This is an optimization exercise on Yosys and OpenROAD, whose aim is a short achievable clock period and few clock cycles, not a production implementation. The RTL was checked by simulation tests, not by an equivalence proof against the original design. The clock cells of run 4 come from the design's own scripts or RTL, not from TritonCTS. The clock input has no modelled driver; a real chip could not lean on it and would need a root buffer or a full tree. Power is estimated from default activity; no workload was simulated.

==> design.v <==
`timescale 1ns/1ps
module cpu16 (
    input  logic        clk,
    input  logic        rst_n,
    input  logic [15:0] instr,
    output logic [15:0] pc,
    output logic        wb_valid,
    output logic [3:0]  wb_addr,
    output logic [15:0] wb_data
);
    localparam int NB = 2;   
    function automatic logic [15:0] onehot(input logic [3:0] x);
        onehot = 16'd1 << x;
    endfunction
    function automatic logic [8:0] add8(input logic [7:0] x, input logic [7:0] y,
                                        input logic cin);
        logic [7:0] g, p, c;
        g = x & y;
        p = x | y;
        for (int k = 1; k < 8; k = k * 2)
            for (int i = 7; i >= k; i--) begin
                g[i] = g[i] | (p[i] & g[i-k]);
                p[i] = p[i] & p[i-k];
            end
        c = g | (p & {8{cin}});
        add8 = {c[7], (x ^ {c[6:0], cin}) ^ y};
    endfunction
    function automatic logic is_rtype(input logic [3:0] op);
        is_rtype = (op == 4'd4) || (op == 4'd5) || (op == 4'd8) || (op == 4'd11) ||
                   (op == 4'd12) || (op == 4'd15);
    endfunction
    logic [15:0] regs [1:15];
    logic [15:0] pc_i;
    logic        r_redir;
    logic [15:0] r_tgt, r_pc2;
    logic        r_taken;
    logic        d_valid;
    logic [15:0] d_ir;
    logic [15:0] d_pc, d_pc2;
    logic        d_bp;         
    logic [15:0] d_btgt;
    logic [15:0] d_a_oh, d_b_oh, d_d_oh;
    logic [3:0]  d_asrc;
    logic        e1_valid, e1_wrnz, e1_wr;
    logic [3:0]  e1_rd;
    logic        e1_br, e1_bne, e1_pt, e1_red, e1_exact, e1_jmp;
    logic        e1_known;            
    logic        e1_sub, e1_add, e1_nand, e1_or, e1_shl, e1_shr, e1_arith;
    logic [3:0]  e1_amt;
    logic [7:0]  e1_alo, e1_ahi, e1_blo, e1_bhi;    
    logic [15:0] e1_d, e1_pc2, e1_ptgt;
    logic        e1_fa1, e1_fb1, e1_fd1;    
    logic        e1_fa2, e1_fb2, e1_fd2;    
    logic        e2_valid, e2_wrnz, e2_wr;
    logic [3:0]  e2_rd;
    logic        e2_br, e2_bne, e2_red, e2_exact;
    logic        e2_s_ee, e2_s_re, e2_s_era, e2_s_ers, e2_s_rra, e2_s_rrs;   
    logic [7:0]  e2_s0, e2_s1;    
    logic [7:0]  e2_shl_x;
    logic        e2_sub, e2_add, e2_nand, e2_or, e2_shl, e2_shr;
    logic [3:0]  e2_amt;
    logic        e2_c8, e2_eqlo, e2_eqhi;
    logic [7:0]  e2_alo, e2_ahi, e2_bhi, e2_shr_hi;
    logic [15:0] e2_d, e2_pc2, e2_ptgt;
    logic        e2_fa1, e2_fb1, e2_fd1;
    logic        e2_tgt_eq;    
    logic [7:0]  lq;           
    logic [15:0] rq;           
    logic        w_wrnz;
    logic [15:1] w_we;
    logic [NB-1:0] btb_v;
    logic [15:0]   btb_tag [NB];
    logic [15:0]   btb_tgt [NB];
    logic          btb_rr;    
    logic [7:0]  a_hi, b_hi, add_hi, nand_hi, or_hi, shl_hi, res_hi;
    logic [15:0] e2_tgt_full;
    logic        eq, taken, e2_redir;
    assign a_hi = e2_fa1 ? rq[15:8] : e2_ahi;
    assign b_hi = e2_fb1 ? rq[15:8] : e2_bhi;    
    logic [8:0] add_re, add_er, sub_er;
    logic [7:0] add_ee, add_rr, sub_rr;
    assign add_ee = e2_c8 ? e2_s1 : e2_s0;
    assign add_re = add8(rq[15:8], e2_bhi, e2_c8);
    assign add_er = add8(e2_ahi, rq[15:8], e2_c8);
    assign sub_er = add8(~e2_ahi, rq[15:8], ~e2_c8);
    assign add_rr = {rq[14:8], e2_c8};
    assign sub_rr = {8{~e2_c8}};
    assign nand_hi  = ~(a_hi & b_hi);
    assign or_hi    = a_hi | b_hi;
    assign shl_hi   = (a_hi << e2_amt) | e2_shl_x;    
    function automatic logic [7:0] pick_hi(input logic m);
        pick_hi = ({8{m & e2_s_ee}}   & add_ee)
                | ({8{m & e2_s_re}}   & add_re[7:0])
                | ({8{m & e2_s_era}}  & add_er[7:0])
                | ({8{m & e2_s_ers}}  & ~sub_er[7:0])
                | ({8{m & e2_s_rra}}  & add_rr)
                | ({8{m & e2_s_rrs}}  & sub_rr)
                | ({8{m & e2_nand}}   & nand_hi)
                | ({8{m & e2_or}}     & or_hi)
                | ({8{m & e2_shl}}    & shl_hi)
                | ({8{m & e2_shr}}    & e2_shr_hi);
    endfunction
    logic [7:0] wb_hi;
    assign res_hi = pick_hi(1'b1);
    assign wb_hi  = pick_hi(e2_ok & e2_wr);
    logic eq_hi;
    always_comb begin
        case ({e2_fa1, e2_fb1})
            2'b00:   eq_hi = e2_eqhi;
            2'b10:   eq_hi = (rq[15:8] == e2_bhi);
            2'b01:   eq_hi = (e2_ahi == rq[15:8]);
            default: eq_hi = 1'b1;
        endcase
    end
    assign eq          = e2_eqlo & eq_hi;
    assign taken       = e2_br & (eq ^ e2_bne);
    assign e2_tgt_full = e2_fd1 ? rq : e2_d;
    assign e2_redir    = e2_valid & !r_redir &
                         (taken ? !(e2_red && (e2_exact || (e2_fd1 ? e2_ptgt == rq : e2_tgt_eq)))
                                : e2_red);
    logic [7:0]  a_lo, b_lo, add_lo, nand_lo, or_lo, shl_lo, res_lo, a_hi1;
    logic        c8;
    logic [15:0] shr_full;
    logic [31:0] shr_ext;
    logic        e1_redir;
    assign a_lo  = e1_fa1 ? lq : e1_alo;
    assign b_lo  = e1_fb1 ? (lq ^ {8{e1_sub}}) : e1_blo;
    assign a_hi1 = e1_fa2 ? rq[15:8] : e1_ahi;    
    logic [7:0] a_hi2, b_hi2;
    assign a_hi2 = a_hi1;
    assign b_hi2 = e1_fb2 ? (rq[15:8] ^ {8{e1_sub}}) : e1_bhi;
    logic [8:0] s0_hi, s1_hi;
    assign s0_hi = add8(a_hi2, b_hi2, 1'b0);
    assign s1_hi = add8(a_hi2, b_hi2, 1'b1);
    assign {c8, add_lo} = add8(a_lo, b_lo, e1_sub);
    assign nand_lo  = ~(a_lo & b_lo);
    assign or_lo    = a_lo | b_lo;
    assign shl_lo   = a_lo << e1_amt;
    assign shr_ext  = {{16{e1_arith & a_hi1[7]}}, a_hi1, a_lo} >> e1_amt;
    assign shr_full = shr_ext[15:0];
    assign res_lo   = ({8{e1_add | e1_sub}} & add_lo)
                    | ({8{e1_nand}} & nand_lo)
                    | ({8{e1_or}}   & or_lo)
                    | ({8{e1_shl}}  & shl_lo)
                    | ({8{e1_shr}}  & shr_full[7:0]);
    logic e1_take, e1_go, e1_undo;
    logic e1_deq;
    assign e1_deq    = ({e1_ahi, e1_alo} == {e1_bhi, e1_blo});
    assign e1_take   = e1_br & (e1_known ? (e1_deq ^ e1_bne) : e1_pt);
    assign e1_go     = e1_take & !e1_red;
    assign e1_undo   = e1_br & !e1_take & e1_red;
    assign e1_redir  = e1_valid & (e1_jmp | e1_go | e1_undo);
    logic [3:0] d_op, d_rd, d_rs, d_rt;
    assign d_op = d_ir[15:12];
    assign d_rd = d_ir[11:8];
    assign d_rs = d_ir[7:4];
    assign d_rt = d_ir[3:0];
    logic d_wr, d_br, d_jmp, d_zext, d_imm;
    logic d_add, d_sub, d_nand, d_or, d_sh;
    always_comb begin
        d_wr   = 1'b0;
        d_br   = 1'b0;
        d_jmp  = 1'b0;
        d_zext = 1'b0;
        d_imm  = 1'b0;
        d_add  = 1'b0;
        d_sub  = 1'b0;
        d_nand = 1'b0;
        d_or   = 1'b0;
        d_sh   = 1'b0;
        case (d_op)
            4'd0:  begin d_wr = 1'b1; d_sh = 1'b1; end
            4'd3:  d_jmp = 1'b1;
            4'd4, 4'd5: d_br = 1'b1;
            4'd6:  begin d_wr = 1'b1; d_imm = 1'b1; d_or = 1'b1; end
            4'd7:  begin d_wr = 1'b1; d_imm = 1'b1; d_nand = 1'b1; end
            4'd8:  begin d_wr = 1'b1; d_add = 1'b1; end
            4'd9:  begin d_wr = 1'b1; d_imm = 1'b1; d_add = 1'b1; end
            4'd10: begin d_wr = 1'b1; d_imm = 1'b1; d_zext = 1'b1; d_add = 1'b1; end
            4'd11: begin d_wr = 1'b1; d_nand = 1'b1; end
            4'd12: begin d_wr = 1'b1; d_sub = 1'b1; end
            4'd13: begin d_wr = 1'b1; d_imm = 1'b1; d_sub = 1'b1; end
            4'd14: begin d_wr = 1'b1; d_imm = 1'b1; d_zext = 1'b1; d_sub = 1'b1; end
            4'd15: begin d_wr = 1'b1; d_or = 1'b1; end
            default: ;
        endcase
    end
    logic d_shr, d_pt;
    assign d_shr = d_sh & d_rt[1];
    assign d_pt  = d_br & ((d_rs == d_rt) ^ d_op[0]);
    logic [15:0] vr [16];
    always_comb begin
        vr[0] = 16'd0;
        for (int i = 1; i < 16; i++) vr[i] = w_we[i] ? rq : regs[i];
    end
    logic [15:0] rd_a, rd_b, rd_d;
    always_comb begin
        rd_a = 16'd0;
        rd_b = 16'd0;
        rd_d = 16'd0;
        for (int i = 1; i < 16; i++) begin
            rd_a = rd_a | ({16{d_a_oh[i]}} & vr[i]);
            rd_b = rd_b | ({16{d_b_oh[i]}} & vr[i]);
            rd_d = rd_d | ({16{d_d_oh[i]}} & vr[i]);
        end
    end
    logic fa1, fb1, fd1, fa2, fb2, fd2;
    assign fa1 = e1_valid && e1_wrnz && e1_rd == d_asrc;
    assign fb1 = e1_valid && e1_wrnz && e1_rd == d_rt && !d_imm;
    assign fd1 = e1_valid && e1_wrnz && e1_rd == d_rd;
    assign fa2 = e2_valid && e2_wrnz && e2_rd == d_asrc;
    assign fb2 = e2_valid && e2_wrnz && e2_rd == d_rt && !d_imm;
    assign fd2 = e2_valid && e2_wrnz && e2_rd == d_rd;
    logic [15:0] d_imm16, d_bv;
    assign d_imm16 = {(d_zext ? 8'd0 : {8{d_ir[7]}}), d_ir[7:0]};
    assign d_bv    = (d_imm ? d_imm16 : rd_b) ^ {16{d_sub}};
    logic [15:1] zf;
    logic        rq_zero, d_zero, d_fa3, d_knz, d_undo;
    assign rq_zero = (rq == 16'd0);
    always_comb begin
        d_zero = d_a_oh[0];
        d_fa3  = 1'b0;
        for (int i = 1; i < 16; i++) begin
            d_zero = d_zero | (d_a_oh[i] & zf[i]);
            d_fa3  = d_fa3  | (d_a_oh[i] & w_we[i]);
        end
    end
    assign d_knz  = (d_rt == 4'd0) & !fa1 & !fa2 & !d_fa3;
    assign d_undo = d_valid & d_br & d_bp & d_knz & !(d_zero ^ d_op[0]);
    logic d_stall;
    assign d_stall = d_valid & d_shr & fa1;
    logic [3:0] f_op, f_rd, f_rs, f_rt, f_asrc;
    assign f_op   = instr[15:12];
    assign f_rd   = instr[11:8];
    assign f_rs   = instr[7:4];
    assign f_rt   = instr[3:0];
    assign f_asrc = is_rtype(f_op) ? f_rs : f_rd;
    logic [15:0]   pc2;
    logic [NB-1:0] btb_hit;
    logic [15:0]   f_btgt;
    assign pc2 = pc_i + 16'd2;
    always_comb begin
        f_btgt = 16'd0;
        for (int i = 0; i < NB; i++) begin
            btb_hit[i] = btb_v[i] && btb_tag[i] == pc_i;
            f_btgt = f_btgt | ({16{btb_hit[i]}} & btb_tgt[i]);
        end
    end
    logic f_bp;
    assign f_bp = |btb_hit;
    logic kill_d, kill_e1, take_f;
    assign kill_e1 = r_redir;
    assign kill_d  = r_redir | e1_redir;
    assign take_f  = !kill_d && !d_stall && !d_undo;
    logic        s_fast, s_e1d, s_e1q, s_e1u, s_du, s_h, s_b, s_s;
    logic [15:0] pc_rest;
    assign s_fast = e1_valid & e1_go & e1_fd1;    
    assign s_e1d = e1_redir & !e1_undo & !e1_fd1 & !e1_fd2;
    assign s_e1q = e1_redir & !e1_undo & !e1_fd1 &  e1_fd2;
    assign s_e1u = e1_redir &  e1_undo;
    logic [15:0] pc_f;
    assign s_du  = !e1_redir & d_undo;
    assign s_h   = d_stall;
    assign s_b   = !d_stall & f_bp;
    assign s_s   = !d_stall & !f_bp;
    assign pc_f  = ({16{s_h}} & d_pc) | ({16{s_b}} & f_btgt) | ({16{s_s}} & pc2);
    assign pc_rest = e1_redir ? (({16{s_e1d}} & e1_d) | ({16{s_e1q}} & rq) | ({16{s_e1u}} & e1_pc2))
                   : d_undo   ? d_pc2 : pc_f;
    logic        started;
    logic        e2_ok;        
    assign e2_ok = e2_valid & !r_redir;
    logic [15:0] pc_next;
    function automatic logic [16:0] e1_choice(input logic deq);
        logic take, go, undo, fast;
        logic [15:0] p;
        take = e1_br & (e1_known ? (deq ^ e1_bne) : e1_pt);
        go   = e1_valid & (e1_jmp | (take & !e1_red));
        undo = e1_valid & e1_br & !take & e1_red;
        fast = go & e1_fd1;
        if (go & !e1_fd1) p = e1_fd2 ? rq : e1_d;
        else if (undo)    p = e1_pc2;
        else if (d_undo)  p = d_pc2;
        else              p = pc_f;
        e1_choice = {fast, p};
    endfunction
    logic [16:0] ch0, ch1, ch;
    assign ch0 = e1_choice(1'b0);
    assign ch1 = e1_choice(1'b1);
    assign ch  = e1_deq ? ch1 : ch0;
    assign pc_next = !started ? 16'd0 : r_redir ? (r_taken ? r_tgt : r_pc2) :
                     ch[16] ? {res_hi, lq} : ch[15:0];
    always_ff @(posedge clk) begin
        pc <= pc_next;
    end
    always_ff @(posedge clk or negedge rst_n) begin
        if (!rst_n) begin
            started  <= 1'b0;
            r_redir  <= 1'b0;
            pc_i     <= 16'd0;
            d_valid  <= 1'b0;
            e1_valid <= 1'b0;
            e2_valid <= 1'b0;
            w_wrnz   <= 1'b0;
            w_we     <= '0;
            wb_valid <= 1'b0;
        end else begin
            started  <= 1'b1;
            r_redir  <= e2_redir;
            pc_i     <= pc_next;
            d_valid  <= started & take_f;
            e1_valid <= d_valid && !kill_d && !d_stall;
            e2_valid <= e1_valid && !kill_e1;
            w_wrnz   <= e2_ok && e2_wrnz;
            for (int i = 1; i < 16; i++) w_we[i] <= e2_ok && e2_wrnz && (e2_rd == 4'(i));
            wb_valid <= e2_ok && e2_wr;
        end
    end
    always_ff @(posedge clk) begin
        begin
            d_ir   <= instr;
            d_pc   <= pc_i;
            d_pc2  <= pc2;
            d_bp   <= f_bp;
            d_btgt <= f_btgt;
            d_a_oh <= onehot(f_asrc);
            d_b_oh <= onehot(f_rt);
            d_d_oh <= onehot(f_rd);
            d_asrc <= f_asrc;
        end
    end
    always_ff @(posedge clk) begin
        e1_wrnz  <= d_wr && (d_rd != 4'd0);
        e1_wr    <= d_wr;
        e1_rd    <= d_rd;
        e1_br    <= d_br;
        e1_bne   <= d_op[0];
        e1_pt    <= d_pt;
        e1_known <= !(fa1 | fa2 | fb1 | fb2);
        e1_red   <= d_bp & !d_undo;
        e1_exact <= !d_bp;
        e1_ptgt  <= d_btgt;
        e1_pc2   <= d_pc2;
        e1_add   <= d_add;
        e1_sub   <= d_sub;
        e1_nand  <= d_nand;
        e1_or    <= d_or;
        e1_shl   <= d_sh & !d_rt[1];
        e1_shr   <= d_shr;
        e1_arith <= d_rt[1] & d_rt[0];
        e1_amt   <= d_rs;
        e1_fa1   <= fa1;
        e1_fb1   <= fb1;
        e1_fd1   <= fd1 & !d_jmp;
        e1_jmp   <= d_jmp;
        e1_fa2   <= fa2 & !fa1;
        e1_fb2   <= fb2 & !fb1;
        e1_fd2   <= fd2 & !fd1 & !d_jmp;
        e1_alo   <= fa2 ? lq : rd_a[7:0];
        e1_ahi   <= rd_a[15:8];
        e1_blo   <= fb2 ? (lq ^ {8{d_sub}}) : d_bv[7:0];
        e1_bhi   <= d_bv[15:8];
        e1_d     <= d_jmp ? d_pc2 + {4'd0, d_ir[11:0]} : rd_d;
    end
    always_ff @(posedge clk) begin
        e2_wrnz   <= e1_wrnz;
        e2_wr     <= e1_wr;
        e2_rd     <= e1_rd;
        e2_br     <= e1_br;
        e2_bne    <= e1_bne;
        e2_red    <= (e1_red & !e1_undo) | e1_go;
        e2_s_ee   <= (e1_add | e1_sub) & !e1_fa1 & !e1_fb1;
        e2_s_re   <= (e1_add | e1_sub) &  e1_fa1 & !e1_fb1;
        e2_s_era  <=  e1_add & !e1_fa1 &  e1_fb1;
        e2_s_ers  <=  e1_sub & !e1_fa1 &  e1_fb1;
        e2_s_rra  <=  e1_add &  e1_fa1 &  e1_fb1;
        e2_s_rrs  <=  e1_sub &  e1_fa1 &  e1_fb1;
        e2_s0     <= s0_hi[7:0];
        e2_s1     <= s1_hi[7:0];
        e2_shl_x  <= 8'(({8'd0, a_lo} << e1_amt) >> 8);
        e2_exact  <= e1_red ? e1_exact : 1'b1;
        e2_ptgt   <= e1_ptgt;
        e2_pc2    <= e1_pc2;
        e2_add    <= e1_add | e1_sub;
        e2_sub    <= e1_sub;
        e2_nand   <= e1_nand;
        e2_or     <= e1_or;
        e2_shl    <= e1_shl;
        e2_shr    <= e1_shr;
        e2_amt    <= e1_amt;
        e2_c8     <= c8;
        e2_eqlo   <= (a_lo == b_lo);
        e2_alo    <= a_lo;
        e2_ahi    <= a_hi2;
        e2_bhi    <= b_hi2;
        e2_eqhi   <= (a_hi2 == b_hi2);
        e2_shr_hi <= shr_full[15:8];
        e2_d      <= e1_fd2 ? rq : e1_d;
        e2_tgt_eq <= e1_ptgt == (e1_fd2 ? rq : e1_d);
        e2_fa1    <= e1_fa1;
        e2_fb1    <= e1_fb1;
        e2_fd1    <= e1_fd1;
        lq        <= res_lo;
    end
    always_ff @(posedge clk) begin
        rq      <= {res_hi, lq};
        wb_addr <= e2_rd;
        wb_data <= {wb_hi, lq & {8{e2_ok & e2_wr}}};    
        r_tgt    <= e2_tgt_full;
        r_pc2    <= e2_pc2;
        r_taken  <= taken;
        for (int i = 1; i < 16; i++) begin
            if (w_we[i]) regs[i] <= rq;
            if (w_we[i]) zf[i]   <= rq_zero;
        end
    end
    logic          u_v;
    logic [15:0]   u_tgt, u_pc;
    logic [NB-1:0] u_hit;
    always_comb begin
        for (int i = 0; i < NB; i++) u_hit[i] = btb_v[i] && btb_tag[i] == u_pc;
    end
    always_ff @(posedge clk or negedge rst_n) begin
        if (!rst_n) begin
            u_v    <= 1'b0;
            btb_v  <= '0;
            btb_rr <= '0;
        end else begin
            u_v <= e2_ok && taken;
            if (u_v && !(|u_hit)) begin
                btb_v[btb_rr] <= 1'b1;
                btb_rr        <= btb_rr + 1'b1;
            end
        end
    end
    always_ff @(posedge clk) begin
        u_pc  <= e2_pc2 - 16'd2;
        u_tgt <= e2_tgt_full;
        for (int i = 0; i < NB; i++) begin
            if (u_v && ((|u_hit) ? u_hit[i] : (btb_rr == i))) begin
                btb_tag[i] <= u_pc;
                btb_tgt[i] <= u_tgt;
            end
        end
    end
endmodule
==> run.sh <==
#!/bin/bash
# synth_recipe.tcl (not shown) runs the flow's synth.tcl, then flattens the netlist and writes it again
# the make line also repeats each setting of config.mk as NAME=value (left out here)
make -C /OpenROAD-flow-scripts/flow DESIGN_CONFIG=/design/flow/config.mk WORK_HOME=/design/flow/orfs CLKGATE_MAP_FILE= SYNTH_SCRIPT=/design/flow/synth_recipe.tcl finish
==> config.mk <==
export PLATFORM = sky130hd
export DESIGN_NAME = cpu16
export DESIGN_NICKNAME = cpu16
export VERILOG_FILES = /design/flow/design.v
export SDC_FILE = /design/flow/constraint.sdc
export NUM_CORES = 4
export LEC_CHECK = 0
export ABC_CLOCK_PERIOD_IN_PS = 2500
export CAP_MARGIN = 20
export CORE_MARGIN = 2
export CORE_UTILIZATION = 40
export SETUP_SLACK_MARGIN = 5
export SLEW_MARGIN = 20
==> constraint.sdc <==
create_clock -name core_clock -period 7.5 [get_ports {clk}]
set_input_delay 1.5000 -clock core_clock [delete_from_list [all_inputs] [get_ports {clk}]]
set_output_delay 1.5000 -clock core_clock [all_outputs]
set_load 0.01 [all_outputs]
==> metrics.md, run 1 <==
| Metric | Value |
|---|---|
| Status | complete, no violations |
| Hold/Removal Path Class | reg -> reg |
| Root buf cell | clkbuf_16 |
| Slew HR | 7.886% |
| Total number of yosys warnings | 5 |
| CTS tree | built |
| CP required | 8050 ps |
| Final GP Congestion | 0.9381 |
| DRT met1 WL | 56340 um |
| Maxcap violations | 0 |
| Wire length per cell | 28.42 um |
| Mux share of post-synthesis cell area | 11.70% |
| Final WL | 137100 um |
| Htree depth | 3 |
| Die Ht | 302.7 um |
| Seq/Total Area, Yosys | 49.13% |
| Post-synth EDFFs | 79 |
| Clk_skew | 28.27 ps |
| Slowest stage cell, crit path | o31a_1 |
| Antenna violations before repair | 8 |
| Met2 WL | 58440 um |
| Vias | 30.01k |
| Ratio of cells with drive above 1 in the final layout | 28.62% |
| Period utilization | 35.72% |
| CTS Buf Count | 84 |
| Core box area | 88370 um^2 |
| CTS max path bufs | 3 |
| Reg2reg path depth | 11 |
| Critical path depth in cells | 11 |
| Placed cell area | 37440 um^2 |
| NumNets Final | 3666 |
| Total track usage | 28.73% |
| Xor/xnor share of the synthesized area | 6.750% |
| Slew Viols, Final | 0 |
| CP Launch Type | register |
| First-pass iteration count of the detailed router | 11 |
| DRC | 0 |
| Register bit total from synthesis | 826 |
| Number of global-route vias before repair | 28.06k |
| Largest family of logic cells by synthesized area | compound AO/OA/AOI/OAI gates |
| Largest regs | regs (240), btb_tag (32), btb_tgt (32) |
| Top routing layer in use | met5 |
| Chip Width | 302.7 um |
| Worst path max stage delay | 390 ps |
| Synth cell types | 78 |
| I/O Pins | 55 |
| Total clock sinks | 826 |
| Rows | 109 |
| Worst Path Buf+Inv | 2 |
| Die area | 91610 um^2 |
| Least-Margin Pin Slew | 1380 ps |
| Clk slew on worst S/H paths | 60 ps |
| Reg with most FFs | regs |
| Data arrival time of the critical path | 3230 ps |
| Post-route cell area | 43660 um^2 |
| Port Buffers | 54 |
| VDD IR-drop max | 0.2252 mV |
| Largest net degree at the start of global routing | 45 |
| Area growth from synthesis to layout | 22.35% |
| Final Hold Vio Count | 0 |
| Ys flop type | dfxtp_1 |
| Minimum clock period | 2679 ps |
| Setup TNS | 0 ps |
| Synth Area in Compound Gates | 15.99% |
| Hold Path Depth | 0 |
| Leak | 16.87 nW |
| Netlist Area Pre-Place | 35680 um^2 |
| DP HPWL | 86510 um |
| Vias per inst | 6.220 |
| HP Start | d_btgt[1] |
| DRT antenna net count | 0 |
| Critical path endpoint category | register |
| Adder-Cell Fraction of Synth Area | 2.360% |
| P per Cell Area | 329.0 nW/um^2 |
| Worst Setup SP | d_a_oh[5] |
| Fraction of the mapped netlist area in simple logic gates | 10.12% |
| Final setup fails | 0 |
| RSZ-0062 raised after global routing | yes |
| Worst-path maximum fanout | 5 |
| Worst reg2reg startpoint | d_a_oh[5] |
| Largest register FFs | 240 |
| GRT overflow | 0 |
| Fmax | 0.3733 GHz |
| CP cell instances | buf_12, a22oi_2, nand4_1, o31a_1, o2111ai_2, buf_6, o21a_1, o31ai_2, a311o_1, and3_1, a211oi_2 |
| Most frequent cells in the layout | dfxtp_1 (628), mux2_2 (298), a22oi_1 (250) |
| Post-Syn Nets | 3543 |
| Mean Syn Cell Area | 10.29 um^2 |
| Commonest non-fill, non-tap cell in the layout | dfxtp_1 |
| Clock latency at the later pin of the worst-skew pair | 670 ps |
| Cell family with most CP delay | compound AO/OA/AOI/OAI gates |
| WS Path Type | reg -> reg |
| Iteration-0 DRC Markers | 4796 |
| First-pass GRT wire length | 192900 um |
| Initial Util | 40.38% |
| Met3 wire len | 15410 um |
| FFs w/ async S/R, synth | 4.964% |
| Synth Instances | 3467 |
## logic make-up (layout without fill, tap and decap cells)
logic type	count (synthesis)	in the layout
flip-flops	826	826
buffers and inverters	362	552
XOR/XNOR	275	275
multiplexers	377	377
adder cells (fa/ha/maj)	65	65
other	1	3
AO/OA/AOI/OAI	819	819
AND/OR/NAND/NOR	742	743
## final timing paths
| check | endpoint | slack, ps |
|---|---|---|
| min reg2reg | e1_ptgt[1] | 330 |
| min in group asynchronous | btb_rr | 940 |
| max reg2reg | pc_i[9] | 4820 |
| max in group asynchronous | w_we[8] | 5970 |
| max | pc_i[9] | 4820 |
| min | e1_ptgt[1] | 330 |
## cell type report
type                       count  area (um^2)
clock inverter                36        451.7
timing repair buffer         295         3064
sequential                   826        17730
clock buffer                 118         2404
antenna                        2        5.005
inverter                     103        407.9
fill                        7911        44720
multi-input combinational   2280        18140
tap                         1165         1458
## power by group
part	internal [mW]	switching (mW)
logic	1.67	2.35
registers	5.31	0.676
clock network	2.56	1.81
## synth_stat cells, drive strengths merged (21+ instances only)
master | number | share of area, %
a21oi | 164 | 2.3
xnor2 | 205 | 5.0
dfrtp | 41 | 2.9
nand2 | 154 | 1.6
mux2 | 300 | 9.5
a22o | 62 | 1.5
ha | 52 | 1.8
nand3 | 81 | 1.1
nor4 | 27 | 0.58
nor3 | 50 | 0.70
clkbuf | 214 | 2.3
mux2i | 75 | 2.1
edfxtp | 79 | 6.6
inv | 103 | 1.1
and2 | 21 | 0.37
nand4 | 82 | 1.4
o22ai | 27 | 0.47
dfxtp | 706 | 40
buf | 45 | 0.60
nand2b | 30 | 0.53
a221oi | 57 | 1.4
nor2 | 223 | 2.3
o21ai | 112 | 1.6
a22oi | 256 | 5.4
and3 | 30 | 0.53
xor2 | 70 | 1.7
## repair_timing
| action | 4_1_cts | 5_1_grt |
|---|---|---|
| setup buffers | 103 | 50 |
| cloned | 2 | 5 |
| pin swaps | 66 | 67 |
| setup endpoints to repair | 223 | 153 |
| resized for setup | 494 | 222 |
| hold buffers | 0 | 0 |
## through the flow
step | utilization, % | hold slack (ps) | worst slack [ps] | total power [mW] | cells
after floorplan | - | 309.6 | 4851 | 8.045 | 3467
after global placement | 42.34 | 310.2 | 3509 | 9.273 | 4508
after detailed placement | 42.36 | 312.1 | 3488 | 9.320 | 4509
after CTS | 47.92 | 327.0 | 4804 | 14.00 | 4768
after global routing | 49.40 | 334.0 | 4742 | 14.87 | 4823
final | 49.40 | 327.9 | 4821 | 14.37 | 4825
## layer usage
| layer | global-route usage (%) | vias to the layer above |
|---|---|---|
| met4 | 12.46 | 4 |
| met5 | 0 | - |
| met2 | 42.94 | 2036 |
| met1 | 38.79 | 14540 |
| met3 | 8.027 | 559 |
| li1 | - | 12870 |
Testbench counts, summed over its fixed seeds: cycles 29,981.
==> run 2: changes to the inputs <==
--- a/design.v
+++ b/design.v
@@ -215,18 +215,17 @@
     assign d_imm16 = {(d_zext ? 8'd0 : {8{d_ir[7]}}), d_ir[7:0]};
     assign d_bv    = (d_imm ? d_imm16 : rd_b) ^ {16{d_sub}};
     logic [15:1] zf;
-    logic        rq_zero, d_zero, d_fa3, d_knz, d_undo;
+    logic [15:0] zf16, we16;      
+    logic        rq_zero, d_zf, d_zfw, d_fa3, d_knz, d_undo;
+    assign zf16    = {zf, 1'b1};
+    assign we16    = {w_we, 1'b0};
     assign rq_zero = (rq == 16'd0);
     always_comb begin
-        d_zero = d_a_oh[0];
-        d_fa3  = 1'b0;
-        for (int i = 1; i < 16; i++) begin
-            d_zero = d_zero | (d_a_oh[i] & zf[i]);
-            d_fa3  = d_fa3  | (d_a_oh[i] & w_we[i]);
-        end
+        d_fa3 = 1'b0;
+        for (int i = 1; i < 16; i++) d_fa3 = d_fa3 | (d_a_oh[i] & w_we[i]);
     end
-    assign d_knz  = (d_rt == 4'd0) & !fa1 & !fa2 & !d_fa3;
-    assign d_undo = d_valid & d_br & d_bp & d_knz & !(d_zero ^ d_op[0]);
+    assign d_knz  = (d_rt == 4'd0) & !fa1 & !fa2 & !d_fa3 & !d_zfw;
+    assign d_undo = d_valid & d_br & d_bp & d_knz & !(d_zf ^ d_op[0]);
     logic d_stall;
     assign d_stall = d_valid & d_shr & fa1;
     logic [3:0] f_op, f_rd, f_rs, f_rt, f_asrc;
@@ -323,6 +322,8 @@
             d_bp   <= f_bp;
             d_btgt <= f_btgt;
             d_a_oh <= onehot(f_asrc);
+            d_zf   <= zf16[f_rs];
+            d_zfw  <= we16[f_rs];
             d_b_oh <= onehot(f_rt);
             d_d_oh <= onehot(f_rd);
             d_asrc <= f_asrc;
==> run 2 against run 1 <==
  * Routed wire length is 5.0% higher
  * Critical path depth is 2 higher
  * Utilization fell by 0.80 points
  * Final cell count grew 0.10%
  * Cell area down 0.10%
  * Clock power shrank 3%
  * Register-to-register slack lost 160 ps
  * Worst hold slack got worse by 3.7 ps
  * Critical path type unchanged
==> metrics.md, run 2 <==
| Metric | Value |
|---|---|
| Fmax | 0.3526 GHz (-5.5%) |
| Number of global-route vias before repair | 28.36k (+1.1%) |
| Total clock sinks | 827 (+0.12%) |
| Most common cell in the synthesized netlist | dfxtp_1 |
| Area of the multi-input gates | 18540 um^2 (+2.2%) |
| DRC | 0 (unchanged) |
| Largest register FFs | 240 (unchanged) |
| Largest regs | regs (240), btb_tag (32), btb_tgt (32) |
| Antenna violations before repair | 9 (+1) |
| Core box area | 89740 um^2 (+1.5%) |
| Status | complete, no violations |
| Synth Instances | 3492 (+0.72%) |
| Netlist Area Pre-Place | 36110 um^2 (+1.2%) |
| Rows | 110 (+0.92%) |
| Commonest non-fill, non-tap cell in the layout | dfxtp_1 |
| Slew Viols, Final | 0 (unchanged) |
| Minimum clock period | 2836 ps (+157.2 ps) |
| CTS max path bufs | 3 (unchanged) |
| P per Cell Area | 331.6 nW/um^2 (+0.76%) |
| Final setup fails | 0 (unchanged) |
| Clk slew on worst S/H paths | 60 ps (about the same) |
| Worst-path maximum fanout | 8 (+3) |
| Synth cell types | 84 (+7.7%) |
| Vias per inst | 6.297 (+1.2%) |
| Final WL | 144000 um (+5.0%) |
| FILL cells | 8087 (+2.2%) |
| DP HPWL | 90360 um (+4.4%) |
| Data arrival time of the critical path | 3420 ps (+190 ps) |
| Leading area contributor after synthesis | dfxtp_1 |
| Clk_skew | 28.95 ps (+0.6845 ps) |
| Hold-fix buffers, CTS | 0 (unchanged) |
| First-pass iteration count of the detailed router | 11 (unchanged) |
| Maxcap violations | 0 (unchanged) |
| Period utilization | 37.82% (+2.1 points) |
| Die area | 92690 um^2 (+1.2%) |
| Post-Syn Nets | 3568 (+0.71%) |
| DRT antenna net count | 0 (unchanged) |
| Final GP Congestion | 0.9437 (+0.60%) |
| Die Ht | 304.4 um (+0.58%) |
| Synth top area share | 39.20% (-0.41 points) |
| GRT overflow | 0 (unchanged) |
| Slew HR | 11.95% (+4.1 points) |
| Critical path endpoint category | register |
| Mean Syn Cell Area | 10.34 um^2 (+0.46%) |
| CTS Buf Count | 83 (-1.2%) |
| Seq. cell area | 17710 um^2 (about the same) |
| CP Launch Type | register |
| Register bit total from synthesis | 827 (+0.12%) |
| Initial Util | 40.24% (-0.14 points) |
| Root buf cell | clkbuf_16 |
| Iteration-0 DRC Markers | 4989 (+4.0%) |
| Clock latency at the later pin of the worst-skew pair | 660 ps (about the same) |
| Vias | 30.42k (+1.4%) |
| Setup TNS | 0 ps (unchanged) |
| Ratio of cells with drive above 1 in the final layout | 27.78% (-0.84 points) |
| Wire length per cell | 29.82 um (+4.9%) |
| Reg with most FFs | regs |
| Least-Margin Pin Slew | 1319 ps (-60.86 ps) |
| Post-synth EDFFs | 79 (unchanged) |
| RSZ-0062 raised after global routing | yes |
| Hold/Removal Path Class | reg -> reg |
| Total number of yosys warnings | 5 (unchanged) |
| Most frequent cells in the layout | dfxtp_1 (637), mux2_2 (293), a22oi_1 (246) |
| Largest net degree at the start of global routing | 46 (+2.2%) |
| Util after Layout | 48.60% (-0.80 points) |
| Htree depth | 3 (unchanged) |
| I/O Pins | 55 (unchanged) |
| Leak | 16.84 nW (-0.22%) |
| Port Buffers | 54 (unchanged) |
| CTS tree | built |
| Seq/Total Area, Yosys | 48.61% (-0.52 points) |
| First-pass GRT wire length | 200900 um (+4.1%) |
| Dominant cells by area after synthesis | dfxtp_1 (39%), mux2_2 (9.1%), edfxtp_1 (6.6%) |
| Synth top cells by count | dfxtp_1 (707), mux2_2 (293), a22oi_1 (247) |
| Area growth from synthesis to layout | 20.79% |
| Total track usage | 29.47% (+0.74 points) |
| Ys flop type | dfxtp_1 |
| Chip Width | 304.4 um (+0.58%) |
| CP required | 8080 ps (+30 ps) |
| NumNets Final | 3662 (-0.11%) |
| Final Hold Vio Count | 0 (unchanged) |
| FFs w/ async S/R, synth | 4.958% (-0.0060 points) |
| WS Path Type | reg -> reg |
| VDD IR-drop max | 0.1877 mV (-17%) |
run 2: repair_timing:
| item | CTS | global route |
|---|---|---|
| endpoints found under the setup margin | 210 | 185 |
| resized for setup | 463 | 193 |
| buffers inserted | 64 | 68 |
| gates cloned | 9 | 3 |
| pin swaps | 67 | 64 |
run 2: through the flow:
stage	instances	hold WS [ps]	area, um^2	total power [mW]	setup slack [ps]
floorplan	3492	309.6	36370	8.092	4832
CTS	4755	325.1	42220	14.00	4707
global route	4827	328.8	43610	14.91	4559
finish	4830	324.2	43610	14.46	4664
detailed placement	4533	312.1	37810	9.370	3719
global placement	4533	310.0	37810	9.347	3722
run 2: power by group:
group / internal, mW / total (mW) / switching (mW)
Sequential: 5.32 / 6.06 / 0.737
Clock: 2.46 / 4.25 / 1.79
Combinational: 1.73 / 4.15 / 2.42
run 2: area by class of cell:
type,count,share of cell area [%]
diodes,4,0.02295
clock buffers,118,5.646
clock inverters,31,0.7086
well taps,1176,3.374
inverters,107,0.9324
multi-input cells,2293,42.51
flip-flops and latches,827,40.61
repair buffers,274,6.200
run 2: path summary, 6_finish.rpt:
kind / from / slack [ps] / endpoint / cells after the start
worst max-delay path: pc_i[15] / 4660 / pc_i[5] / 13
worst min-delay path: d_add / 320 / e1_add / 0
worst max register to register: pc_i[15] / 4660 / pc_i[5] / 13
worst min register to register: d_add / 320 / e1_add / 0
max in group asynchronous: rst_n / 5980 / w_we[10] / 2
min in group asynchronous: rst_n / 990 / pc_i[12] / 2
run 2: worst max-delay path, stage by stage (launching register included):
cell and delay (ps):
dfrtp_2 460, xor2_2 170, nor4_2 270, nand4_1 260
nor4_4 240, buf_6 180, buf_12 160, buf_4 120
buf_6 80, a22o_4 140, a211oi_1 40, or2_4 260
a21oi_2 130, o221a_2 240
run 2: routing by layer:
layer / vias up / wire length (um) / global-route usage [%] / share of wire (%)
met5: - / 28 / 0 / 0.019
met4: 6 / 8359 / 14.18 / 5.8
met3: 607 / 16430 / 8.761 / 11
met2: 2208 / 60980 / 43.59 / 42
met1: 14610 / 58240 / 39.25 / 40
li1: 12980 / - / - / -
run 2: cells by family after synthesis:
family	synth area share (%)
AO/OA/AOI/OAI	16.40
XOR/XNOR	6.598
adder cells (fa/ha/maj)	2.339
buffers and inverters	3.985
flip-flops	48.61
multiplexers	12.18
other	0.01039
AND/OR/NAND/NOR	9.872
Testbench counts of run 2, summed over its fixed seeds: cycles 29,981.
==> run 3: changes to the inputs <==
--- a/design.v
+++ b/design.v
@@ -236,17 +236,18 @@
     assign f_asrc = is_rtype(f_op) ? f_rs : f_rd;
     logic [15:0]   pc2;
     logic [NB-1:0] btb_hit;
-    logic [15:0]   f_btgt;
+    logic [15:0]   btgt_next, f_btgt;
+    logic          bp_next, seq_q, bp_q, f_bp;
     assign pc2 = pc_i + 16'd2;
     always_comb begin
-        f_btgt = 16'd0;
+        btgt_next = 16'd0;
         for (int i = 0; i < NB; i++) begin
-            btb_hit[i] = btb_v[i] && btb_tag[i] == pc_i;
-            f_btgt = f_btgt | ({16{btb_hit[i]}} & btb_tgt[i]);
+            btb_hit[i] = btb_v[i] && btb_tag[i] == pc2;
+            btgt_next = btgt_next | ({16{btb_hit[i]}} & btb_tgt[i]);
         end
     end
-    logic f_bp;
-    assign f_bp = |btb_hit;
+    assign bp_next = |btb_hit;
+    assign f_bp    = seq_q & bp_q;
     logic kill_d, kill_e1, take_f;
     assign kill_e1 = r_redir;
     assign kill_d  = r_redir | e1_redir;
@@ -288,6 +289,22 @@
     assign ch  = e1_deq ? ch1 : ch0;
     assign pc_next = !started ? 16'd0 : r_redir ? (r_taken ? r_tgt : r_pc2) :
                      ch[16] ? {res_hi, lq} : ch[15:0];
+    logic e1r0, e1r1, seq_next;
+    assign e1r0 = e1_valid & (e1_jmp | (e1_br & ((e1_known ? e1_bne : e1_pt) ? !e1_red : e1_red)));
+    assign e1r1 = e1_valid & (e1_jmp | (e1_br & ((e1_known ? !e1_bne : e1_pt) ? !e1_red : e1_red)));
+    assign seq_next = started & !r_redir & !(e1_deq ? e1r1 : e1r0) & !d_undo & !d_stall & !f_bp;
+    always_ff @(posedge clk or negedge rst_n) begin
+        if (!rst_n) begin
+            seq_q <= 1'b0;
+            bp_q  <= 1'b0;
+        end else begin
+            seq_q <= seq_next;
+            bp_q  <= bp_next;
+        end
+    end
+    always_ff @(posedge clk) begin
+        f_btgt <= btgt_next;
+    end
     always_ff @(posedge clk) begin
         pc <= pc_next;
     end
==> run 3 against run 2 <==
  * Total power rose by 1.7%
  * Critical path type unchanged
  * Maximum frequency barely moved
  * Worst hold slack improved by 0.63 ps
  * Utilization rose by 0.82 points
  * Flip-flop and latch count rose by 18
  * Global-route usage fell by 0.35 points
==> metrics.md, run 3 <==
| Metric | Value |
|---|---|
| Dominant cells by area after synthesis | dfxtp_1 (40%), mux2_2 (9.0%), edfxtp_1 (6.5%) |
| Number of global-route vias before repair | 28.79k (+1.5%) |
| WHS | 324.8 ps (+0.6260 ps) |
| Leading area contributor after synthesis | dfxtp_1 |
| Total track usage | 29.12% (-0.35 points) |
| Htree depth | 3 (unchanged) |
| Post-Syn Nets | 3572 (+0.11%) |
| Slowest stage cell, crit path | a222oi_1 |
| Register bit total from synthesis | 845 (+2.2%) |
| Mean Syn Cell Area | 10.44 um^2 (+0.96%) |
| Final GP Congestion | 0.9401 (-0.38%) |
| GRT overflow | 0 (unchanged) |
| Largest net degree at the start of global routing | 46 (unchanged) |
| Final Hold Vio Count | 0 (unchanged) |
| Worst reg2reg startpoint | d_a_oh[3] |
| Critical path depth in cells | 12 (-1) |
| Port Buffers | 54 (unchanged) |
| First-pass iteration count of the detailed router | 14 (+3) |
| Slew Viols, Final | 0 (unchanged) |
| Die Ht | 306.1 um (+0.53%) |
| Clock latency at the later pin of the worst-skew pair | 670 ps (about the same) |
| DP Worst Slack | 3693 ps (-25.61 ps) |
| Maxcap violations | 0 (unchanged) |
| Chip Width | 306.1 um (+0.53%) |
| Clk_skew | 45.51 ps (+16.56 ps) |
| Reg2reg path depth | 12 (-1) |
| Final setup fails | 0 (unchanged) |
| Ratio of cells with drive above 1 in the final layout | 28.64% (+0.86 points) |
| Total number of yosys warnings | 5 (unchanged) |
| DRT antenna net count | 0 (unchanged) |
| Synth top area share | 39.66% (+0.46 points) |
| Netlist Area Pre-Place | 36500 um^2 (+1.1%) |
| Largest register FFs | 240 (unchanged) |
| Cell family with most CP delay | compound AO/OA/AOI/OAI gates |
| Synth cell types | 91 (+8.3%) |
| Synth Instances | 3496 (+0.11%) |
| Slew HR | 9.406% (-2.5 points) |
| Period utilization | 37.83% (about the same) |
| DRC | 0 (unchanged) |
| Seq/Total Area, Yosys | 49.11% (+0.50 points) |
| Minimum clock period | 2837 ps (+0.9100 ps) |
| Least-Margin Pin Slew | 1357 ps (+38.10 ps) |
| Setup TNS | 0 ps (unchanged) |
| DP HPWL | 86990 um (-3.7%) |
| Area growth from synthesis to layout | 22.27% |
| Final worst setup slack | 4663 ps (-0.9100 ps) |
| Initial Util | 40.42% (+0.19 points) |
| Worst-path maximum fanout | 17 (+9) |
| CP cell instances | buf_12, a222oi_1, o2111ai_2, nor4_4, buf_4, nand3_4, buf_4, buf_4, o21ai_1, o2bb2ai_1, mux2_4, a21oi_2 |
| I/O Pins | 55 (unchanged) |
| Fmax | 0.3525 GHz (about the same) |
| Wire length per cell | 29.16 um (-2.2%) |
| FFs w/ async S/R, synth | 5.089% (+0.13 points) |
| P per Cell Area | 329.5 nW/um^2 (-0.61%) |
| Vias | 30.49k (+0.25%) |
| Hold-fix buffers, CTS | 0 (unchanged) |
| Hold/Removal Path Class | reg -> reg |
| Commonest non-fill, non-tap cell in the layout | dfxtp_1 |
| Worst path max stage delay | 420 ps (-40 ps) |
| CP required | 8040 ps (-40 ps) |
| Root buf cell | clkbuf_16 |
| Total clock sinks | 845 (+2.2%) |
| CP dominant cell by count | buf_4 |
| Leak | 17.35 nW (+3.1%) |
| Post-route cell area | 44620 um^2 (+2.3%) |
| Final WL | 142200 um (-1.3%) |
| CP Capture Point | pc_i[14] |
| Reg2reg setup slack | 4660 ps (about the same) |
| NumNets Final | 3697 (+0.96%) |
| Status | complete, no violations |
| Iteration-0 DRC Markers | 4927 (-1.2%) |
| Ys flop type | dfxtp_1 |
| Die area | 93670 um^2 (+1.1%) |
| Reg with most FFs | regs |
| Synth top cells by count | dfxtp_1 (723), mux2_2 (293), a22oi_1 (247) |
| Clk slew on worst S/H paths | 60 ps (about the same) |
| Largest regs | regs (240), btb_tag (32), btb_tgt (32) |
| VDD IR-drop max | 0.1715 mV (-8.7%) |
| CTS max path bufs | 3 (unchanged) |
| Rows | 110 (unchanged) |
| CP Launch Type | register |
| FILL cells | 8064 (-0.28%) |
| Placed cell area | 38270 um^2 (+1.2%) |
| Core box area | 90290 um^2 (+0.61%) |
| Worst Path Buf+Inv | 4 (unchanged) |
| Worst Setup SP | d_a_oh[3] |
| Vias per inst | 6.255 (-0.68%) |
| Most frequent cells in the layout | dfxtp_1 (651), mux2_2 (291), a22oi_1 (245) |
| RSZ-0062 raised after global routing | yes |
| Critical path endpoint category | register |
| WS Path Type | reg -> reg |
| Post-synth EDFFs | 79 (unchanged) |
| CTS Buf Count | 89 (+7.2%) |
| Antenna violations before repair | 9 (unchanged) |
| Data arrival time of the critical path | 3370 ps (-50 ps) |
| CTS tree | built |
| Reg-to-Reg End | pc_i[14] |
| First-pass GRT wire length | 200600 um (-0.13%) |
| Most common cell in the synthesized netlist | dfxtp_1 |
## run 3: cell count changes after synthesis, sizes merged, moves of 9 or more
cell    delta
dfxtp     +16
nor3       -9
o21ai     -30
o211ai    +25
mux2i     +21
## run 3: where the power goes
group          switching [mW]  internal, mW
Clock                    1.91          2.75
Sequential              0.691          5.38
Combinational            2.27          1.70
## run 3: logic make-up after synthesis
| family | synth area share [%] |
|---|---|
| other cells | 0.01028 |
| flops | 49.11 |
| buf+inv | 4.004 |
| xor+xnor | 6.428 |
| mux | 12.73 |
| compound gates | 15.82 |
| simple gates | 9.599 |
| fa+ha+maj | 2.304 |
## run 3: area by class of cell
type	count	area (um^2)	area share, %
well taps	1176	1471	3.297
diodes	2	5.005	0.01122
clock inverters	43	466.7	1.046
multi-input cells	2273	18490	41.42
clock buffers	124	2646	5.930
flip-flops and latches	845	18080	40.52
inverters	113	436.7	0.9786
repair buffers	299	3029	6.788
## run 3: how the worst min path moves through the flow
stage | start | endpoint | slack, ps | cells after the start
after floorplan | d_add | e1_add | 310 | 0
after global placement | d_btgt[13] | e1_ptgt[13] | 310 | 0
after detailed placement | d_btgt[14] | e1_ptgt[14] | 310 | 0
after CTS | e2_pc2[0] | r_pc2[0] | 330 | 0
after global routing | d_btgt[14] | e1_ptgt[14] | 330 | 0
final | d_btgt[4] | e1_ptgt[4] | 320 | 0
## run 3: routing by layer
layer	part of all wire [%]	vias up	track usage (%)
met5	0.015	-	0.1550
met4	6.5	4	15.24
met3	13	653	10.33
met2	40	2198	41.04
met1	40	14620	38.96
li1	-	13020	-
## run 3: metrics by stage
step / std cells / util [%] / power [mW]
after floorplan: 3496 / - / 8.014
after global placement: 4536 / 42.37 / 9.175
after detailed placement: 4537 / 42.38 / 9.206
after CTS: 4801 / 47.73 / 14.21
after global routing: 4873 / 49.42 / 15.19
final: 4875 / 49.42 / 14.70
## run 3: repair_timing
item	CTS	global route
gates resized for setup	415	228
gates cloned	6	2
pin swaps	57	76
setup endpoints to repair	244	203
buffers inserted	91	70
Testbench counts of run 3, summed over its fixed seeds: cycles 29,981.
==> run 4: changes to the inputs <==
--- a/design.v
+++ b/design.v
@@ -215,17 +215,18 @@
     assign d_imm16 = {(d_zext ? 8'd0 : {8{d_ir[7]}}), d_ir[7:0]};
     assign d_bv    = (d_imm ? d_imm16 : rd_b) ^ {16{d_sub}};
     logic [15:1] zf;
-    logic [15:0] zf16, we16;      
-    logic        rq_zero, d_zf, d_zfw, d_fa3, d_knz, d_undo;
-    assign zf16    = {zf, 1'b1};
-    assign we16    = {w_we, 1'b0};
+    logic        rq_zero, d_zero, d_fa3, d_knz, d_undo;
     assign rq_zero = (rq == 16'd0);
     always_comb begin
-        d_fa3 = 1'b0;
-        for (int i = 1; i < 16; i++) d_fa3 = d_fa3 | (d_a_oh[i] & w_we[i]);
+        d_zero = d_a_oh[0];
+        d_fa3  = 1'b0;
+        for (int i = 1; i < 16; i++) begin
+            d_zero = d_zero | (d_a_oh[i] & zf[i]);
+            d_fa3  = d_fa3  | (d_a_oh[i] & w_we[i]);
+        end
     end
-    assign d_knz  = (d_rt == 4'd0) & !fa1 & !fa2 & !d_fa3 & !d_zfw;
-    assign d_undo = d_valid & d_br & d_bp & d_knz & !(d_zf ^ d_op[0]);
+    assign d_knz  = (d_rt == 4'd0) & !fa1 & !fa2 & !d_fa3;
+    assign d_undo = d_valid & d_br & d_bp & d_knz & !(d_zero ^ d_op[0]);
     logic d_stall;
     assign d_stall = d_valid & d_shr & fa1;
     logic [3:0] f_op, f_rd, f_rs, f_rt, f_asrc;
@@ -236,18 +237,17 @@
     assign f_asrc = is_rtype(f_op) ? f_rs : f_rd;
     logic [15:0]   pc2;
     logic [NB-1:0] btb_hit;
-    logic [15:0]   btgt_next, f_btgt;
-    logic          bp_next, seq_q, bp_q, f_bp;
+    logic [15:0]   f_btgt;
     assign pc2 = pc_i + 16'd2;
     always_comb begin
-        btgt_next = 16'd0;
+        f_btgt = 16'd0;
         for (int i = 0; i < NB; i++) begin
-            btb_hit[i] = btb_v[i] && btb_tag[i] == pc2;
-            btgt_next = btgt_next | ({16{btb_hit[i]}} & btb_tgt[i]);
+            btb_hit[i] = btb_v[i] && btb_tag[i] == pc_i;
+            f_btgt = f_btgt | ({16{btb_hit[i]}} & btb_tgt[i]);
         end
     end
-    assign bp_next = |btb_hit;
-    assign f_bp    = seq_q & bp_q;
+    logic f_bp;
+    assign f_bp = |btb_hit;
     logic kill_d, kill_e1, take_f;
     assign kill_e1 = r_redir;
     assign kill_d  = r_redir | e1_redir;
@@ -289,22 +289,6 @@
     assign ch  = e1_deq ? ch1 : ch0;
     assign pc_next = !started ? 16'd0 : r_redir ? (r_taken ? r_tgt : r_pc2) :
                      ch[16] ? {res_hi, lq} : ch[15:0];
-    logic e1r0, e1r1, seq_next;
-    assign e1r0 = e1_valid & (e1_jmp | (e1_br & ((e1_known ? e1_bne : e1_pt) ? !e1_red : e1_red)));
-    assign e1r1 = e1_valid & (e1_jmp | (e1_br & ((e1_known ? !e1_bne : e1_pt) ? !e1_red : e1_red)));
-    assign seq_next = started & !r_redir & !(e1_deq ? e1r1 : e1r0) & !d_undo & !d_stall & !f_bp;
-    always_ff @(posedge clk or negedge rst_n) begin
-        if (!rst_n) begin
-            seq_q <= 1'b0;
-            bp_q  <= 1'b0;
-        end else begin
-            seq_q <= seq_next;
-            bp_q  <= bp_next;
-        end
-    end
-    always_ff @(posedge clk) begin
-        f_btgt <= btgt_next;
-    end
     always_ff @(posedge clk) begin
         pc <= pc_next;
     end
@@ -339,8 +323,6 @@
             d_bp   <= f_bp;
             d_btgt <= f_btgt;
             d_a_oh <= onehot(f_asrc);
-            d_zf   <= zf16[f_rs];
-            d_zfw  <= we16[f_rs];
             d_b_oh <= onehot(f_rt);
             d_d_oh <= onehot(f_rd);
             d_asrc <= f_asrc;
==> flow/run.sh (new file) <==
#!/bin/bash
# The standard layout (standard.sh), except that the clock tree is a
# balanced two-level tree built by flow/pre_cts.tcl instead of TritonCTS's.
# make's full output goes to standard_flow.log; each ORFS step keeps its own
# log under orfs/logs/.
set -euo pipefail
work=$(pwd)
export PRE_CTS_TCL="$work/flow/pre_cts.tcl"
bash standard.sh > "$work/standard_flow.log" 2>&1
==> flow/pre_cts.tcl (new file) <==
# Sourced by ORFS's cts.tcl (PRE_CTS_TCL) in place of TritonCTS: builds a
# balanced two-level clock tree (flow/tree.tcl) and turns the
# clock_tree_synthesis call that follows into a no-op. The rest of the CTS
# step (legalisation, setup and hold repair) runs as usual.
source [file join [file dirname [info script]] tree.tcl]
build_tree 4 8 4 sky130_fd_sc_hd__clkbuf_16
set_propagated_clock [all_clocks]
rename clock_tree_synthesis ""
proc clock_tree_synthesis {args} {
  puts "clock tree built by flow/pre_cts.tcl; clock_tree_synthesis $args not run"
}
==> flow/tree.tcl (new file) <==
# Two-level clock tree: the clock port feeds NR root buffers, each root a
# group of leaf buffers, each leaf an equal share of the flip-flops. The
# flip-flops are split into NX columns of equal count by x, each column into
# NY cells of equal count by y; a root takes NX*NY/NR neighbouring cells.
proc split_even {items key n} {
  set s [lsort -real -index $key $items]
  set len [llength $s]
  set out {}
  for {set i 0} {$i < $n} {incr i} {
    lappend out [lrange $s [expr {($i * $len) / $n}] [expr {(($i + 1) * $len) / $n - 1}]]
  }
  return $out
}

proc centroid {items} {
  set sx 0.0; set sy 0.0
  foreach it $items { set sx [expr {$sx + [lindex $it 1]}]; set sy [expr {$sy + [lindex $it 2]}] }
  set n [llength $items]
  return [list [expr {int($sx / $n)}] [expr {int($sy / $n)}]]
}

proc build_tree {nx ny nr bufname} {
  set block [ord::get_db_block]
  set master [[ord::get_db] findMaster $bufname]
  set clknet [$block findNet clk]
  set items {}
  foreach it [$clknet getITerms] {
    lassign [[$it getInst] getLocation] x y
    lappend items [list $it $x $y]
  }
  puts "clock sinks: [llength $items]"
  # leaf groups, column-major so neighbouring groups share a root
  set groups {}
  foreach col [split_even $items 1 $nx] {
    foreach cell [split_even $col 2 $ny] { lappend groups $cell }
  }
  set nleaf [llength $groups]
  set per [expr {$nleaf / $nr}]
  set leaves {}
  set l 0
  foreach g $groups {
    lassign [centroid $g] x y
    set inst [odb::dbInst_create $block $master "ctsleaf_$l"]
    $inst setLocation $x $y
    $inst setPlacementStatus PLACED
    set net [odb::dbNet_create $block "ctsleaf_net_$l"]
    $net setSigType CLOCK
    [$inst findITerm X] connect $net
    foreach it $g {
      set iterm [lindex $it 0]
      $iterm disconnect
      $iterm connect $net
    }
    lappend leaves [list $inst $x $y]
    incr l
  }
  for {set r 0} {$r < $nr} {incr r} {
    set mine [lrange $leaves [expr {$r * $per}] [expr {($r + 1) * $per - 1}]]
    lassign [centroid $mine] x y
    set inst [odb::dbInst_create $block $master "ctsroot_$r"]
    $inst setLocation $x $y
    $inst setPlacementStatus PLACED
    set net [odb::dbNet_create $block "ctsroot_net_$r"]
    $net setSigType CLOCK
    [$inst findITerm A] connect $clknet
    [$inst findITerm X] connect $net
    foreach lf $mine { [[lindex $lf 0] findITerm A] connect $net }
  }
  puts "clock tree: $nr roots, $nleaf leaves"
}
==> standard.sh (new file) <==
#!/bin/bash
# synth_recipe.tcl (not shown) runs the flow's synth.tcl, then flattens the netlist and writes it again
# the make line also repeats each setting of config.mk as NAME=value (left out here)
make -C /OpenROAD-flow-scripts/flow DESIGN_CONFIG=/design/flow/config.mk WORK_HOME=/design/flow/orfs CLKGATE_MAP_FILE= SYNTH_SCRIPT=/design/flow/synth_recipe.tcl "${@:-finish}"
removed: run.sh
==> run 4 against run 3 <==
  * Combinational power rose by 2%
  * Clock skew fell by 14 ps
  * Worst hold slack barely moved
  * Maximum frequency rose by 2.9%
  * Critical endpoint is now pc_i[9]
==> metrics.md, run 4 <==
| Metric | Value |
|---|---|
| Most frequent cells in the layout | dfxtp_1 (641), mux2_2 (297), a22oi_1 (246) |
| Clock latency at the later pin of the worst-skew pair | 400 ps (-270 ps) |
| Final WL | 135800 um (-4.5%) |
| Post-Syn Nets | 3543 (-0.81%) |
| Seq/Total Area, Yosys | 49.13% (about the same) |
| Hold/Removal Path Class | reg -> reg |
| Synth cell types | 78 (-14%) |
| I/O Pins | 55 (unchanged) |
| Leading area contributor after synthesis | dfxtp_1 |
| Slew HR | 9.479% (+0.072 points) |
| Initial Util | 40.38% (-0.046 points) |
| Worst-path maximum fanout | 6 (-11) |
| Die area | 91610 um^2 (-2.2%) |
| Placed cell area | 37440 um^2 (-2.2%) |
| Rows | 109 (-0.91%) |
| Critical path endpoint category | register |
| Vias per inst | 6.277 (+0.36%) |
| Netlist Area Pre-Place | 35680 um^2 (-2.2%) |
| Worst path max stage delay | 380 ps (-40 ps) |
| Status | complete, no violations |
| Setup TNS | 0 ps (unchanged) |
| FFs w/ async S/R, synth | 4.964% (-0.13 points) |
| Slowest stage cell, crit path | dfxtp_4 |
| First-pass iteration count of the detailed router | 13 (-1) |
| Core box area | 88370 um^2 (-2.1%) |
| DP HPWL | 86510 um (-0.55%) |
| Post-route cell area | 41730 um^2 (-6.5%) |
| Least-Margin Pin Slew | 1356 ps (-1.084 ps) |
| Ys flop type | dfxtp_1 |
| RSZ-0062 raised after global routing | yes |
| GRT overflow | 0 (unchanged) |
| NumNets Final | 3613 (-2.3%) |
| Port Buffers | 54 (unchanged) |
| Total number of yosys warnings | 5 (unchanged) |
| Total track usage | 27.98% (-1.1 points) |
| Register bit total from synthesis | 826 (-2.2%) |
| FILL cells | 8121 (+0.71%) |
| Largest net degree at the start of global routing | 45 (-2.2%) |
| WHS | 325.3 ps (+0.4660 ps) |
| CP cell instances | buf_12, a22oi_2, nand4_1, buf_4, nor4_4, nor2_2, nor3b_2, buf_6, nand2_1, a311o_1, and3_4, a211oi_2 |
| DRT antenna net count | 0 (unchanged) |
| Antenna violations before repair | 7 (-2) |
| Maxcap violations | 0 (unchanged) |
| Die Ht | 302.7 um (-1.1%) |
| Util after Layout | 47.22% (-2.2 points) |
| Data arrival time of the critical path | 3030 ps (-340 ps) |
| Dominant cells by area after synthesis | dfxtp_1 (40%), mux2_2 (9.5%), edfxtp_1 (6.6%) |
| Synth Instances | 3467 (-0.83%) |
| DRC | 0 (unchanged) |
| Iteration-0 DRC Markers | 4804 (-2.5%) |
| Reg with most FFs | regs |
| VDD IR-drop max | 0.1623 mV (-5.4%) |
| Commonest non-fill, non-tap cell in the layout | dfxtp_1 |
| Leak | 15.93 nW (-8.2%) |
| Post-synth EDFFs | 79 (unchanged) |
| Area growth from synthesis to layout | 16.94% |
| Largest register FFs | 240 (unchanged) |
| Mean Syn Cell Area | 10.29 um^2 (-1.4%) |
| Clk_skew | 31.59 ps (-13.92 ps) |
| Final Hold Vio Count | 0 (unchanged) |
| WS Path Type | reg -> reg |
| CP Launch Type | register |
| CP required | 7770 ps (-270 ps) |
| Fmax | 0.3625 GHz (+2.9%) |
| Ratio of cells with drive above 1 in the final layout | 26.39% (-2.3 points) |
| Synth top area share | 39.61% (-0.050 points) |
| Minimum clock period | 2758 ps (-78.80 ps) |
| First-pass GRT wire length | 190000 um (-5.3%) |
| P per Cell Area | 293.6 nW/um^2 (-11%) |
| Chip Width | 302.7 um (-1.1%) |
| Number of global-route vias before repair | 27.48k (-4.6%) |
| Synth top cells by count | dfxtp_1 (706), mux2_2 (300), a22oi_1 (256) |
| Period utilization | 36.78% (-1.1 points) |
| Slew Viols, Final | 0 (unchanged) |
| Vias | 29.51k (-3.2%) |
| Largest regs | regs (240), btb_tag (32), btb_tgt (32) |
| Final GP Congestion | 0.9381 (-0.21%) |
| Clk slew on worst S/H paths | 110 ps (+50 ps) |
| Wire length per cell | 28.90 um (-0.92%) |
| Most common cell in the synthesized netlist | dfxtp_1 |
| Final setup fails | 0 (unchanged) |
-- run 4: per-stage QoR --
step,setup WS (ps),power [mW],cells
2_1_floorplan,4851,8.045,3467
3_3_place_gp,3509,9.273,4508
3_5_place_dp,3488,9.320,4509
4_1_cts,4886,11.81,4639
5_1_grt,4722,12.70,4700
6_report,4742,12.25,4701
-- run 4: final timing paths --
kind                            from      end  slack [ps]  depth (start not counted)
max in group asynchronous      rst_n  w_we[8]        5750                          2
min reg2reg                   d_nand  e1_nand         330                          0
min                           d_nand  e1_nand         330                          0
min in group asynchronous      rst_n   btb_rr        1230                          2
max                        d_a_oh[5]  pc_i[9]        4740                         12
max reg2reg                d_a_oh[5]  pc_i[9]        4740                         12
-- run 4: final cells by class --
| cell class | instances | area (um^2) | area share (%) |
|---|---|---|---|
| multi-input combinational | 2281 | 18350 | 43.98 |
| sequential | 826 | 17700 | 42.42 |
| timing repair buffer | 289 | 2898 | 6.945 |
| tap | 1165 | 1458 | 3.493 |
| buffer | 36 | 900.9 | 2.159 |
| inverter | 103 | 415.4 | 0.9955 |
| antenna | 1 | 2.502 | 0.005997 |
-- run 4: power breakdown --
group	internal, mW	total, mW	switching [mW]
logic	1.70	4.07	2.37
registers	5.30	5.98	0.684
clock network	0.871	2.20	1.33
-- run 4: logic make-up after synthesis --
logic type | count (synthesis) | share of synthesized area (%)
DFF | 826 | 49.13
other | 1 | 0.01051
buffers and inverters | 362 | 3.938
AOI/OAI and AO/OA | 819 | 15.99
and+or+nand+nor | 742 | 10.12
adders and majority gates | 65 | 2.360
muxes | 377 | 11.70
xor gates and xnor gates | 275 | 6.750
-- run 4: worst max-delay path: cells and delay by family, from the launching register on --
kind	cells	cell delay, ps
buffers and inverters	3	540
DFF	1	380
AOI/OAI and AO/OA	3	740
and+or+nand+nor	6	980
-- run 4: metal layers --
layer	global-route usage (%)	part of all wire (%)
met1	38.36	41
met2	43.29	43
met3	6.373	11
met4	9.864	4.5
met5	0	0.035
-- run 4: repair_timing --
action,in CTS,in global routing
resized for setup,398,248
endpoints found under the hold margin,0,0
endpoints found under the setup margin,212,132
hold buffers,0,0
cloned,4,6
pin swaps,70,80
buffers inserted,90,55
Testbench counts of run 4, summed over its fixed seeds: cycles 29,981.

[port drivers added, routing unchanged]
In the flow no input, the clock included, has a driving cell. The finished layouts below were timed again as built, in two steps.
Step 1 (the two cells are an assumption about what drives the block):
set clk [get_ports {clk}]
set_driving_cell -lib_cell sky130_fd_sc_hd__clkbuf_16 $clk
set_driving_cell -lib_cell sky130_fd_sc_hd__buf_2 [delete_from_list [all_inputs] $clk]
Step 2 also shifts input and output timing later by t, the mid clock arrival at the registers, as if the neighbouring blocks saw the same clock.
Three values: ideal ports, drivers, drivers and shift; two values: the first two.
run	t (ns)	slack for setup (ns)	hold WS [ns]	slew at the worst register clock pin (ns)
run 1	0.722	4.821 / 4.773 / 4.406	0.328 / 0.328 / 0.328	0.07 / 0.07
run 2	0.712	4.664 / 4.664 / 4.367	0.324 / 0.324 / 0.324	0.07 / 0.07
run 3	0.724	4.663 / 4.663 / 4.366	0.325 / 0.325 / 0.325	0.07 / 0.07
run 4	0.504	4.742 / 4.741 / 4.423	0.325 / 0.325 / 0.325	0.11 / 0.11
After both steps every run listed still meets setup and hold. For run 1, which loses most, drivers alone change the setup slack by -0.048 ns; drivers and shift together by -0.415 ns.
